What follows belongs to an exercise in optimizing a design on an open flow for small area; a production flow would make more cautious choices.
The RTL was checked by simulation tests, not by an equivalence proof against the original design.
Power and IR drop assume default switching activity.

Setup of job 8001:
Design snake_engine, start of the top module:
module snake_engine
#(
  parameter int GRID_W   = 32,
  parameter int GRID_H   = 24,
  parameter int MAX_LEN  = 64,
  parameter int INIT_LEN = 3
) (
  input  logic                       clk_100MHz,
  input  logic                       reset,
  input  logic                       game_tick,
  input  logic                       start,
  input  logic                       btn_up,
  input  logic                       btn_down,
  input  logic                       btn_left,
  input  logic                       btn_right,
  input  logic [4:0]                 food_x,
  input  logic [4:0]                 food_y,
  input  logic [$clog2(MAX_LEN)-1:0] seg_idx,
  output logic [4:0]                 seg_x,
  output logic [4:0]                 seg_y,
  output logic                       seg_valid,
  output logic [4:0]                 head_x,
  output logic [4:0]                 head_y,
  output logic [$clog2(MAX_LEN):0]   length,
  output logic                       ate,
  output logic                       running,
  output logic                       game_over,
  output logic [2:0]                 dbg_state
);
Settings: LEC_CHECK=0, CAP_MARGIN=20, CORE_MARGIN=2, CORE_UTILIZATION=40, SLEW_MARGIN=20; clock period 10.0 ns.
standard.sh (not shown) runs the stock make flow with config.mk's settings and CLKGATE_MAP_FILE= SYNTH_SCRIPT=/design/flow/synth_recipe.tcl, a recipe that flattens the netlist after the stock synthesis.
==> flow/flow/run.sh <==
#!/bin/bash
# The standard layout with these changes:
#  - synthesis maps logic with an area-oriented ABC script (flow/abc_area.script:
#    amap instead of the delay-driven &nf with buffering and sizing); everything
#    else in synthesis, registers included, is the standard script unchanged;
#  - after synthesis, flow/fapol.py removes inverters around the full adders by
#    flipping adders to their dual form (registers and ports untouched);
#  - port buffers are buf_1;
#  - the clock tree uses clkbuf_8 buffers, sized with a 0.5 max-cap derate
#    for clock-pin slew margin, and no dummy balancing loads.
# Each tool's output goes to a log file in this folder (orfs_*.log, fapol.log)
# besides ORFS's own per-step logs under orfs/logs.
set -euo pipefail
W=$PWD
RES="$W/orfs/results/$FLOW_PLATFORM/snake_engine/base"
rm -rf "$W/scripts_area"
cp -r "$FLOW_HOME/scripts" "$W/scripts_area"
cp "$W/flow/abc_area.script" "$W/scripts_area/abc_speed.script"
ARGS=(
  "SCRIPTS_DIR=$W/scripts_area"
  "BUFFER_PORTS_ARGS=-buffer_cell sky130_fd_sc_hd__buf_1"
  "CTS_ARGS=-sink_clustering_enable -repair_clock_nets -dont_use_dummy_load -buf_list sky130_fd_sc_hd__clkbuf_8 -sink_buffer_max_cap_derate 0.5"
)
bash standard.sh "${ARGS[@]}" "$RES/1_2_yosys.v" > orfs_synth.log 2>&1
if python3 flow/fapol.py "$RES/1_2_yosys.v" "$W/fapol_out.v" > fapol.log 2>&1; then
  cp "$RES/1_2_yosys.v" "$W/yosys_before_fapol.v"
  cp "$W/fapol_out.v" "$RES/1_2_yosys.v"
fi
bash standard.sh "${ARGS[@]}" finish > orfs_make.log 2>&1
Other scripts of this flow, unchanged in this note and not shown: flow/flow/abc_area.script, flow/flow/fapol.py
The following lists how job 4164 was set up differently from job 8001:
-- flow/flow/run.sh --
<<< job 8001, line 8
#  - port buffers are buf_1;
#  - the clock tree uses clkbuf_8 buffers, sized with a 0.5 max-cap derate
#    for clock-pin slew margin, and no dummy balancing loads.
# Each tool's output goes to a log file in this folder (orfs_*.log, fapol.log)
>>> job 4164, line 8
#  - port buffers are buf_1;
#  - the clock tree uses clkbuf_8 buffers and no dummy balancing loads.
# Each tool's output goes to a log file in this folder (orfs_*.log, fapol.log)
<<< job 8001, line 21
  "BUFFER_PORTS_ARGS=-buffer_cell sky130_fd_sc_hd__buf_1"
  "CTS_ARGS=-sink_clustering_enable -repair_clock_nets -dont_use_dummy_load -buf_list sky130_fd_sc_hd__clkbuf_8 -sink_buffer_max_cap_derate 0.5"
)
>>> job 4164, line 20
  "BUFFER_PORTS_ARGS=-buffer_cell sky130_fd_sc_hd__buf_1"
  "CTS_ARGS=-sink_clustering_enable -repair_clock_nets -dont_use_dummy_load -buf_list sky130_fd_sc_hd__clkbuf_8"
)
[summary]
Final period utilization, job 8001 and job 4164: higher on job 8001
Taking job 8001 as the reference, in job 4164 placed standard-cell area held, global-route wire length before repair went up about 1.4%.
The inputs of job 7468 differ from those of job 4164 as listed below.
-- flow/flow/run.sh --
<<< job 4164, line 20
  "BUFFER_PORTS_ARGS=-buffer_cell sky130_fd_sc_hd__buf_1"
  "CTS_ARGS=-sink_clustering_enable -repair_clock_nets -dont_use_dummy_load -buf_list sky130_fd_sc_hd__clkbuf_8"
)
>>> job 7468, line 20
  "BUFFER_PORTS_ARGS=-buffer_cell sky130_fd_sc_hd__buf_1"
  "CTS_ARGS=-sink_clustering_enable -repair_clock_nets -dont_use_dummy_load -buf_list sky130_fd_sc_hd__clkbuf_8 -sink_clustering_size 10 -sink_clustering_max_diameter 40"
)
Every run in the comparison, job 4164 and job 7468, completed the flow with a clean layout.
Compared job 4164 against job 7468; cell area within noise.
Going from job 4164 to job 7468, routability congestion estimate held, overall routing resource usage now sits at about the same level.
Taking job 4164 as the reference, in job 7468 minimum clock period after layout increased by 80 ps relative to the old numbers, combinational fraction of design power picked up an extra 0.2 points, clock group share of total power shows no meaningful change, cell area after placement level, via count of the first global-routing pass decreased 2.2%.

==> separate check: timing with driven ports <==
In the flow no input, the clock included, has a driving cell. The finished layouts below were timed again as built, in two steps. Step 1 sets driving cells, clkbuf_16 on the clock port and buf_2 on the other inputs (assumed; they add their load-dependent delay and slew). Step 2 times the ports against the registers' clock, not the clock port: input delays grow and output delays shrink by t, the midpoint of the rising clock arrivals with the driver on. Slacks: ideal ports / drivers / drivers and shift; pairs: ideal ports / drivers.
run | shift t [ns] | setup WS [ns] | worst hold slack (ns) | worst setup path after step 2
job 8001 | 0.510 | 2.060 / 2.081 / 1.572 | 0.458 / 0.458 / 0.458 | input to register
job 4164 | 0.508 | 2.095 / 2.113 / 1.605 | 0.467 / 0.467 / 0.467 | input to register
job 7468 | 0.510 | 2.015 / 2.039 / 1.528 | 0.458 / 0.458 / 0.458 | input to register
After both steps every run listed still meets setup and hold. For job 4164, which loses most, drivers alone change the setup slack by +0.018 ns; drivers and shift together by -0.490 ns.
